From an optimization exercise on the open Yosys and OpenROAD flow, aimed at small area and few clock cycles; shortcuts taken in it are not production practice. Only simulation tests tie the RTL to the original design; equivalence was not proved. No activity file was given, so power comes from the tool's default toggle rates.

<file path="flow/config.mk">
export PLATFORM = sky130hd
export DESIGN_NAME = ubsp_top
export DESIGN_NICKNAME = ubsp_top
export VERILOG_FILES = /design/flow/design.v
export SDC_FILE = /design/flow/constraint.sdc
export NUM_CORES = 4
export LEC_CHECK = 0
export CAP_MARGIN = 20
export CORE_MARGIN = 2
export CORE_UTILIZATION = 40
export SLEW_MARGIN = 20
</file>
<file path="flow/constraint.sdc">
create_clock -name core_clock -period 8.0 [get_ports {clk}]
set_input_delay 1.6000 -clock core_clock [delete_from_list [all_inputs] [get_ports {clk}]]
set_output_delay 1.6000 -clock core_clock [all_outputs]
set_load 0.01 [all_outputs]
</file>
<file path="flow/design.v">
package ubsp_pkg;
  localparam logic [2:0] KIND_NAME  = 3'd0;
  localparam logic [2:0] KIND_BASE  = 3'd1;
  localparam logic [2:0] KIND_QUAL  = 3'd2;
  localparam logic [2:0] KIND_DONE  = 3'd3;
  localparam logic [2:0] KIND_END   = 3'd4;
  localparam logic [2:0] KIND_ERROR = 3'd5;
  localparam logic [2:0] T_NAME  = 3'd0;   
  localparam logic [2:0] T_BASE2 = 3'd1;   
  localparam logic [2:0] T_BASE1 = 3'd2;   
  localparam logic [2:0] T_QUAL  = 3'd3;   
  localparam logic [2:0] T_QDONE = 3'd4;   
  localparam logic [2:0] T_DONE  = 3'd5;   
  localparam logic [2:0] T_END   = 3'd6;
  localparam logic [2:0] T_ERROR = 3'd7;
endpackage
module ubsp_core (
  input  logic        clk,
  input  logic        rst_n,
  input  logic        take,
  input  logic [7:0]  b,
  input  logic        eos,
  output logic        push,
  output logic [2:0]  ptype,
  output logic [7:0]  pdata,
  output logic        hold_seq,    
  output logic [30:0] seq_len,
  output logic [3:0]  err_code
);
  localparam logic [3:0] PH_MAGIC = 4'd0, PH_HLEN = 4'd1, PH_TEXT = 4'd2, PH_NREF = 4'd3,
                         PH_RLNAME = 4'd4, PH_RNAME = 4'd5, PH_RLREF = 4'd6, PH_CORE = 4'd7,
                         PH_NAME = 4'd8, PH_BASE = 4'd9, PH_QUAL = 4'd10, PH_AUX = 4'd11,
                         PH_SKIP = 4'd12, PH_DONE = 4'd13, PH_ERROR = 4'd14;
  logic [3:0]  ph_r, ph_nxt;
  logic [5:0]  idx_r, idx_nxt;      
  logic [32:0] r_r, r_nxt;          
  logic [30:0] c_r, c_nxt;          
  logic [30:0] n_r, n_nxt;          
  logic        mbad_r, mbad_nxt;    
  logic        alg_r, alg_nxt;      
  logic        lneg_r, lneg_nxt;    
  logic        qg_r, qg_nxt;        
  logic [3:0]  err_r, err_nxt;
  logic        wlast;               
  logic [31:0] wv;                  
  logic [32:0] r_dec;
  logic        r_one;
  logic [31:0] qe;
  logic        bad;
  logic [7:0]  mbyte;
  assign seq_len  = n_r;
  assign err_code = err_r;
  assign hold_seq = (ph_r == PH_CORE) && (idx_r == 6'd20);
  always_comb begin
    ph_nxt = ph_r; idx_nxt = idx_r; r_nxt = r_r; c_nxt = c_r; n_nxt = n_r;
    mbad_nxt = mbad_r; alg_nxt = alg_r; lneg_nxt = lneg_r; qg_nxt = qg_r; err_nxt = err_r;
    push = 1'b0; ptype = ubsp_pkg::T_ERROR; pdata = b;
    wlast = (idx_r[1:0] == 2'd3);
    wv    = {b, r_r[23:0]};
    r_dec = r_r - 33'd1;
    r_one = (r_r[30:0] == 31'd1);
    qe    = {1'b0, n_r} + {2'b00, n_r[30:1]} + {31'd0, n_r[0]} + {24'd0, c_r[7:0]};
    bad   = alg_r || (r_r[31:0] <= qe);
    unique case (idx_r[1:0])
      2'd0:    mbyte = 8'h42;
      2'd1:    mbyte = 8'h41;
      2'd2:    mbyte = 8'h4d;
      default: mbyte = 8'h01;
    endcase
    if (ph_r == PH_ERROR) begin
      push = 1'b1; ptype = ubsp_pkg::T_ERROR;
    end else if (ph_r == PH_DONE) begin
      push = 1'b1; ptype = ubsp_pkg::T_END;
    end else if (eos) begin
      push = 1'b1; ptype = ubsp_pkg::T_ERROR; ph_nxt = PH_ERROR;
      unique case (ph_r)
        PH_MAGIC:           err_nxt = 4'd1;
        PH_HLEN:            err_nxt = 4'd3;
        PH_TEXT:            err_nxt = 4'd5;
        PH_NREF:            err_nxt = 4'd6;
        PH_RLNAME:          err_nxt = 4'd8;
        PH_RNAME, PH_RLREF: err_nxt = 4'd10;
        PH_CORE:            err_nxt = 4'd11;
        default:            err_nxt = 4'd13;
      endcase
      if (ph_r == PH_CORE && idx_r == 6'd0) begin
        ph_nxt = PH_DONE; err_nxt = err_r; ptype = ubsp_pkg::T_END;
      end
    end else begin
      unique case (ph_r)
        PH_MAGIC: begin
          idx_nxt = {4'd0, idx_r[1:0] + 2'd1};
          mbad_nxt = ((idx_r[1:0] != 2'd0) && mbad_r) || (b != mbyte);
          if (wlast) begin
            if (mbad_nxt) begin
              push = 1'b1; err_nxt = 4'd2; ph_nxt = PH_ERROR;
            end else begin
              ph_nxt = PH_HLEN;
            end
          end
        end
        PH_HLEN, PH_RLNAME: begin
          idx_nxt = {4'd0, idx_r[1:0] + 2'd1};
          r_nxt[8*idx_r[1:0] +: 8] = b;
          if (wlast) begin
            if (ph_r == PH_HLEN) begin
              if (b[7]) begin
                push = 1'b1; err_nxt = 4'd4; ph_nxt = PH_ERROR;
              end else if (wv == 32'd0) begin
                ph_nxt = PH_NREF;
              end else begin
                ph_nxt = PH_TEXT;
              end
            end else begin
              if (b[7] || wv == 32'd0) begin
                push = 1'b1; err_nxt = 4'd9; ph_nxt = PH_ERROR;
              end else begin
                ph_nxt = PH_RNAME;
              end
            end
          end
        end
        PH_TEXT, PH_RNAME: begin
          r_nxt = r_dec;
          if (r_one) ph_nxt = (ph_r == PH_TEXT) ? PH_NREF : PH_RLREF;
        end
        PH_NREF: begin
          idx_nxt = {4'd0, idx_r[1:0] + 2'd1};
          if (idx_r[1:0] == 2'd3) c_nxt[30:24] = b[6:0];
          else c_nxt[8*idx_r[1:0] +: 8] = b;
          if (wlast) begin
            if (b[7]) begin
              push = 1'b1; err_nxt = 4'd7; ph_nxt = PH_ERROR;
            end else if ({b, c_r[23:0]} == 32'd0) begin
              ph_nxt = PH_CORE;
            end else begin
              ph_nxt = PH_RLNAME;
            end
          end
        end
        PH_RLREF: begin
          idx_nxt = {4'd0, idx_r[1:0] + 2'd1};
          if (wlast) begin
            c_nxt = c_r - 31'd1;
            ph_nxt = (c_r == 31'd1) ? PH_CORE : PH_RLNAME;
          end
        end
        PH_CORE: begin
          idx_nxt = idx_r + 6'd1;
          if (idx_r < 6'd4) begin
            r_nxt[8*idx_r[1:0] +: 8] = b;
            if (idx_r == 6'd3) r_nxt[32] = b[7];
          end else begin
            r_nxt = r_dec;
          end
          if (idx_r == 6'd4) alg_nxt = (b != 8'hff);
          if (idx_r > 6'd4 && idx_r < 6'd12) alg_nxt = alg_r || (b != 8'hff);
          if (idx_r == 6'd16 || idx_r == 6'd17) alg_nxt = alg_r || (b != 8'h00);
          if (idx_r == 6'd18) alg_nxt = alg_r || !b[2];
          if (idx_r == 6'd12) c_nxt = {23'd0, b};
          if (idx_r >= 6'd20 && idx_r < 6'd23) n_nxt[8*idx_r[1:0] +: 8] = b;
          if (idx_r == 6'd23) begin
            n_nxt[30:24] = b[6:0];
            lneg_nxt = b[7];
          end
          if (idx_r == 6'd35) begin
            idx_nxt = 6'd0;
            if (r_dec[32] || lneg_r) begin
              push = 1'b1; err_nxt = 4'd12; ph_nxt = PH_ERROR;
            end else begin
              qg_nxt = 1'b1;
              err_nxt = alg_r ? 4'd14 : 4'd15;
              if (r_dec[31:0] == 32'd0) begin
                push = 1'b1;
                if (bad) begin
                  ph_nxt = PH_ERROR;
                end else begin
                  ptype = ubsp_pkg::T_DONE; pdata = 8'd1;
                end
              end else if (bad) begin
                ph_nxt = PH_SKIP;
              end else if (c_r[7:0] != 8'd0) begin
                ph_nxt = PH_NAME;
              end else if (n_r != 31'd0) begin
                ph_nxt = PH_BASE; c_nxt = n_r;
              end else begin
                ph_nxt = PH_AUX;
              end
            end
          end
        end
        default: begin
          r_nxt = r_dec;
          unique case (ph_r)
            PH_NAME: begin
              if (c_r != 31'd1) begin
                push = 1'b1; ptype = ubsp_pkg::T_NAME;
                c_nxt = c_r - 31'd1;
              end else if (n_r != 31'd0) begin
                ph_nxt = PH_BASE; c_nxt = n_r;
              end else begin
                ph_nxt = PH_AUX;
              end
            end
            PH_BASE: begin
              push = 1'b1;
              ptype = (c_r == 31'd1) ? ubsp_pkg::T_BASE1 : ubsp_pkg::T_BASE2;
              c_nxt = {c_r[30:1] - 30'd1, c_r[0]};
              if (c_r[30:1] == 30'd0 || c_r == 31'd2) begin
                ph_nxt = PH_QUAL; c_nxt = n_r;
              end
            end
            PH_QUAL: begin
              if (qg_r) begin
                if (b == 8'hff) qg_nxt = 1'b0;
                else begin push = 1'b1; ptype = ubsp_pkg::T_QUAL; end
              end
              c_nxt = c_r - 31'd1;
              if (c_r == 31'd1) ph_nxt = PH_AUX;
            end
            default: ;
          endcase
          if (r_one) begin
            ph_nxt = PH_CORE;
            if (ph_r == PH_SKIP) begin
              push = 1'b1; ptype = ubsp_pkg::T_ERROR; ph_nxt = PH_ERROR;
            end else if (push) begin
              ptype = ubsp_pkg::T_QDONE;
            end else begin
              push = 1'b1; ptype = ubsp_pkg::T_DONE; pdata = {7'd0, qg_nxt};
            end
          end
        end
      endcase
    end
  end
  always_ff @(posedge clk) begin
    if (!rst_n) begin
      ph_r  <= PH_MAGIC;
      idx_r <= '0;
    end else if (take) begin
      ph_r  <= ph_nxt;
      idx_r <= idx_nxt;
    end
  end
  always_ff @(posedge clk) begin
    if (take) begin
      r_r <= r_nxt; c_r <= c_nxt; n_r <= n_nxt;
      mbad_r <= mbad_nxt; alg_r <= alg_nxt; lneg_r <= lneg_nxt; qg_r <= qg_nxt;
      err_r <= err_nxt;
    end
  end
endmodule
module unaligned_bam_stream_parser #(
  parameter int DEPTH = 1,
  parameter int AW    = 2
) (
  input  logic        clk,
  input  logic        rst_n,
  input  logic        in_valid,
  output logic        in_stall,
  input  logic [7:0]  in_byte,
  input  logic        in_eos,
  output logic        out_valid,
  input  logic        out_stall,
  output logic [2:0]  out_kind,
  output logic [7:0]  out_char,
  output logic [30:0] out_seq_length,
  output logic        out_qual_ok,
  output logic [3:0]  out_error_code,
  output logic        out_last
);
  logic        take, push, hold_seq;
  logic [2:0]  ptype;
  logic [7:0]  pdata;
  logic [30:0] seq_len;
  logic [3:0]  err_code;
  logic [10:0]   q_r [DEPTH];
  logic [AW-1:0] wr_r, rd_r;
  logic [AW:0]   cnt_r;
  logic          hf_r;        
  logic          pop, two, deq, full;
  logic [2:0]    ht;
  logic [7:0]    hd;
  logic [3:0]    nib;
  logic [7:0]    nt;
  ubsp_core u_core (
    .clk      (clk),
    .rst_n    (rst_n),
    .take     (take),
    .b        (in_byte),
    .eos      (in_eos),
    .push     (push),
    .ptype    (ptype),
    .pdata    (pdata),
    .hold_seq (hold_seq),
    .seq_len  (seq_len),
    .err_code (err_code)
  );
  assign {ht, hd}  = q_r[rd_r];
  assign out_valid = (cnt_r != '0);
  assign pop       = out_valid && !out_stall;
  assign two       = (ht == ubsp_pkg::T_BASE2) || (ht == ubsp_pkg::T_QDONE);
  assign deq       = pop && (hf_r || !two);
  assign full      = (cnt_r == (AW+1)'(DEPTH));
  assign in_stall  = (full && !deq) || (hold_seq && out_valid);
  assign take      = in_valid && !in_stall;
  always_comb begin
    nib = hf_r ? hd[3:0] : hd[7:4];
    unique case (nib)
      4'd1:    nt = "A";
      4'd2:    nt = "C";
      4'd4:    nt = "G";
      4'd8:    nt = "T";
      default: nt = "N";
    endcase
    out_kind       = ubsp_pkg::KIND_NAME;
    out_char       = 8'd0;
    out_seq_length = 31'd0;
    out_qual_ok    = 1'b0;
    out_error_code = 4'd0;
    out_last       = 1'b1;
    unique case (ht)
      ubsp_pkg::T_NAME: begin
        out_char = hd;
      end
      ubsp_pkg::T_BASE2, ubsp_pkg::T_BASE1: begin
        out_kind = ubsp_pkg::KIND_BASE; out_char = nt;
        out_last = hf_r || (ht == ubsp_pkg::T_BASE1);
      end
      ubsp_pkg::T_QUAL: begin
        out_kind = ubsp_pkg::KIND_QUAL; out_char = hd + 8'd33;
      end
      ubsp_pkg::T_QDONE: begin
        if (hf_r) begin
          out_kind = ubsp_pkg::KIND_DONE; out_seq_length = seq_len; out_qual_ok = 1'b1;
        end else begin
          out_kind = ubsp_pkg::KIND_QUAL; out_char = hd + 8'd33; out_last = 1'b0;
        end
      end
      ubsp_pkg::T_DONE: begin
        out_kind = ubsp_pkg::KIND_DONE; out_seq_length = seq_len; out_qual_ok = hd[0];
      end
      ubsp_pkg::T_END: begin
        out_kind = ubsp_pkg::KIND_END;
      end
      default: begin
        out_kind = ubsp_pkg::KIND_ERROR; out_error_code = err_code;
      end
    endcase
  end
  always_ff @(posedge clk) begin
    if (!rst_n) begin
      wr_r  <= '0;
      rd_r  <= '0;
      cnt_r <= '0;
      hf_r  <= 1'b0;
    end else begin
      if (take && push) wr_r <= (wr_r == AW'(DEPTH-1)) ? '0 : wr_r + AW'(1);
      if (deq) rd_r <= (rd_r == AW'(DEPTH-1)) ? '0 : rd_r + AW'(1);
      cnt_r <= cnt_r + (AW+1)'(take && push) - (AW+1)'(deq);
      if (pop) hf_r <= two && !hf_r;
    end
  end
  always_ff @(posedge clk) begin
    if (take && push) q_r[wr_r] <= {ptype, pdata};
  end
endmodule
module ubsp_top (
  input  logic        clk,
  input  logic        rst_n,
  input  logic        in_valid,
  output logic        in_stall,
  input  logic [7:0]  in_byte,
  input  logic        in_eos,
  output logic        out_valid,
  input  logic        out_stall,
  output logic [2:0]  out_kind,
  output logic [7:0]  out_char,
  output logic [30:0] out_seq_length,
  output logic        out_qual_ok,
  output logic [3:0]  out_error_code,
  output logic        out_last
);
  unaligned_bam_stream_parser u_parser (
    .clk            (clk),
    .rst_n          (rst_n),
    .in_valid       (in_valid),
    .in_stall       (in_stall),
    .in_byte        (in_byte),
    .in_eos         (in_eos),
    .out_valid      (out_valid),
    .out_stall      (out_stall),
    .out_kind       (out_kind),
    .out_char       (out_char),
    .out_seq_length (out_seq_length),
    .out_qual_ok    (out_qual_ok),
    .out_error_code (out_error_code),
    .out_last       (out_last)
  );
endmodule
</file>
<file path="flow/run.sh">
#!/bin/bash
# synth_recipe.tcl (not shown) runs the flow's synth.tcl, then flattens the netlist and writes it again
# the make line also repeats each setting of config.mk as NAME=value (left out here)
make -C /OpenROAD-flow-scripts/flow DESIGN_CONFIG=/design/flow/config.mk WORK_HOME=/design/flow/orfs CLKGATE_MAP_FILE= SYNTH_SCRIPT=/design/flow/synth_recipe.tcl finish
</file>
==> run summary <==
## layout make-up
cell class	instances	area (um^2)
fillers	3587	19610
multi-input cells	1517	10010
flip-flops and latches	132	3784
repair buffers	93	853.3
well taps	461	576.8
clock buffers	22	444.2
inverters	74	277.8
clock inverters	10	180.2
## layer usage
| layer | up-vias | track usage |
|---|---|---|
| li1 | 6884 | - |
| met1 | 7126 | 0.4112 |
| met2 | 877 | 0.4468 |
| met3 | 169 | 0.06993 |
| met4 | 4 | 0.1648 |
| met5 | - | 0 |
## registers in the layout (all words and copies together) (netlist names), named ones only
name,flops
u_parser.u_core.qg_r,1
u_parser.hf_r,1
u_parser.q_r,11
u_parser.u_core.r_r,33
u_parser.cnt_r,3
u_parser.u_core.alg_r,1
u_parser.u_core.err_r,4
u_parser.u_core.ph_r,4
u_parser.u_core.idx_r,6
u_parser.u_core.c_r,31
u_parser.u_core.n_r,31
u_parser.u_core.lneg_r,1
u_parser.u_core.mbad_r,1
## cell families after synthesis
| family | count (synthesis) |
|---|---|
| and+or+nand+nor | 741 |
| AOI/OAI and AO/OA | 544 |
| buffers and inverters | 206 |
| DFF | 132 |
| adders and majority gates | 127 |
| xor gates and xnor gates | 87 |
| muxes | 18 |
## cells in the final DEF (no fill, tap or decap), drive strengths merged, types with 31 or more instances in the layout
cell and instances:
nand2 185, nand3 41, edfxtp 114, inv 72
nor2 156, ha 118, nor3 95, nor4 33
o21ai 150, buf 31, a21oi 159, xnor2 49
clkdlybuf4s50 62, nand4 34, xor2 38
## worst register-to-register path, delay by kind of cell, from the launching register on
kind	cells	cell delay [ns]
buffers and inverters	1	0.05
XOR/XNOR	1	0.09
adder cells (fa/ha/maj)	4	1.29
AO/OA/AOI/OAI	13	2.56
AND/OR/NAND/NOR	6	2.36
flip-flops	1	0.51
## synthesized netlist by cell type, drive strengths merged (14+ instances only)
cell type  number
nand2         185
a21oi         159
nor2          156
o21ai         150
ha            118
clkbuf        114
edfxtp        114
nor3           95
inv            72
xnor2          49
nand3          41
xor2           38
nand4          34
nor4           33
and2           30
nand2b         30
nor2b          27
o221ai         26
and3           22
a21o           19
a31oi          19
o211ai         19
buf            18
dfxtp          18
or3            17
a221oi         15
a211oi         14
a221o          14
## path summary, 6_finish.rpt
path,startpoint,end
worst max register to register,u_parser.u_core.c_r[0],u_parser.u_core.c_r[21]
worst max-delay path,u_parser.u_core.c_r[0],u_parser.u_core.c_r[21]
worst min register to register,flop,u_parser.u_core.err_r[3]
worst min-delay path,flop,u_parser.u_core.err_r[3]
## report_power, final
| part | leakage, nW | total, mW | switching, mW | internal [mW] |
|---|---|---|---|---|
| combinational | 4.37 | 1.55 | 0.993 | 0.560 |
| sequential | 1.17 | 1.07 | 0.151 | 0.915 |
| clock | 0.301 | 0.880 | 0.329 | 0.551 |
| total | 5.85 | 3.50 | 1.47 | 2.03 |
## through the flow
| stage | std cells | power [mW] |
|---|---|---|
| 2_1_floorplan | 1855 | 2.101 |
| 3_3_place_gp | 2277 | 2.569 |
| 3_5_place_dp | 2277 | 2.587 |
| 4_1_cts | 2309 | 3.470 |
| 5_1_grt | 2309 | 3.694 |
| 6_report | 2309 | 3.499 |
==> flow_metrics.tcl <==
set metrics [dict create \
    cts_resized 0 \
    grt_pass1_vias 14275 \
    hold_path.class "reg2reg" \
    diodes 0 \
    dr.pass1.iters 6 \
    synthMuxAreaShare 0.01279 \
    synth_area_leaders "edfxtp_1 (23%), ha_1 (10%), a21oi_1 (5.4%), o21ai_0 (5.1%), nand2_1 (4.7%)" \
    die_x_um 194.9 \
    cts_buffers 17 \
    die-area_um2 37990 \
    fmax_mhz 140.1 \
    yosys_warnings 2 \
    yosysTopAreaCellShare 0.2348 \
    post-route-util 0.4512 \
    reg2regPathDepth 25 \
    dpl.hpwl_um 42420 \
    synthFlopType "edfxtp_1" \
    wl_per_cell_um 25.23 \
    port-buffer-count 62 \
    io_pins 63 \
    slowest_stage "nand4_1" \
    place_area_um2 15500 \
    first_iter_violations 1765 \
    remaining_drc_errors 0 \
    layout.nets 1975 \
    routed.top_layer "met5" \
    netlist_area_um2 14580 \
    holdPathStages 2 \
    final_area_um2 16130 \
    fin_crit_sh 0.8925 \
    post-synth-top-area-cell "edfxtp_1" \
    timing.final.ws_setup_ns 0.8600 \
    die_y_um 194.9 \
    coreArea_um2 35740 \
    htree_levels 4 \
    cts_tree "done" \
    synth_xor_area_frac 0.05227 \
    drt-met1-wl_um 24540 \
    synth-seq-area-share 0.2595 \
    yosys.area_share.simple 0.2650 \
    met2_length_um 24510 \
    cts_root_buf "clkbuf_16" \
    fin_tns_setup_ns 0 \
    slowest_delay_ns 0.64 \
    synth_nets 1995 \
    postRouteWirelength_um 58260 \
    cts_buffer_depth 2 \
    tightestPinTransition_ns 1.129 \
    holdWs_ns 0.5171 \
    powerDensity_nw_per_um2 217.0 \
    clkTransAtPathRegs_ns 0.06 \
    arrival_ns 7.32 \
    grt_max_degree 43 \
    syn_avg_cell_area_um2 7.859 \
    finalSetupViolCount 0 \
    place_congestion 0.9829 \
    peakVddDrop_uv 177.4 \
    synth_top_family_by_area "simple AND/OR/NAND/NOR gates" \
    path_buf_inv 1 \
    slew_headroom 0.2472 \
    met3WireLength_um 6062 \
    drv_slew 0 \
    clk_latency_ns 0.45 \
    yosys.cell_types.count 100 \
    synth_edf_count 114 \
    final_hold_viol_count 0 \
    num_vias 15060 \
    cts_setup_buffers 0 \
    drv_cap 0 \
    critPathRequiredTime_ns 8.18 \
    r2r_setup_slack_ns 0.86 \
    rows 69 \
    start_util 0.4079 \
    ant_nets 0 \
    synth_compound_area_frac 0.2407 \
    worstPathMaxFanout 13 \
    status "timing/DRC/antenna clean" \
    p_leak_nw 5.848 \
    vias_per_cell 6.522 \
    rsz0062_at_grt "no" \
    crit_cells 25 \
    finClkSkew_ns 0.01336 \
    grt_overflow 0 \
    clock_sinks 132 \
    synthAdderAreaFrac 0.1136 \
    grt_pass1_wl_um 87950 \
    crit_family "compound AO/OA/AOI/OAI gates" \
    track_usage 0.3037 \
    post-place-ws_ns 0.9283 \
    antenna_found_initial 5 \
    cp-end-kind "flop" \
    ys_ff_latch 132 \
    criticalPathCategory "reg2reg" \
    syn_to_final_growth_pct 10.63 \
    ctsHoldBuffers 0 \
    crit_path_start_kind "flop" \
    async_flop_share 0 \
    post-route-min-period_ns 7.140 \
    cp_common_cell "ha_1" \
    netlist_instances 1855 \
    final_layout_size_suffix_gt1_frac 0.05844 \
]
Testbench counts, summed over its fixed seeds: cycles 366,472.

afterwards: timing with drivers on the ports:
How much do the figures lean on ideal ports? The routed layout below was timed once more, with nothing changed but the port constraints.
Step 1 sets driving cells, clkbuf_16 on the clock port and buf_2 on the other inputs (assumed; they add their load-dependent delay and slew).
Step 2 adds t to the input delays and takes it off the output delays; t is the mean of the earliest and latest rising clock arrival at the registers after step 1. Input paths then give back, and output paths get back, about the clock's delay inside the block.
Slacks: ideal ports / drivers / drivers and shift; pairs: ideal ports / drivers.
t (ns): 0.501
setup slack, ns: 0.860 / 0.860 / 0.860
hold slack, ns: 0.517 / 0.517 / 0.517
After both steps setup and hold are still met in this run. For this run, drivers alone change the setup slack by 0.000 ns; drivers and shift together by 0.000 ns.
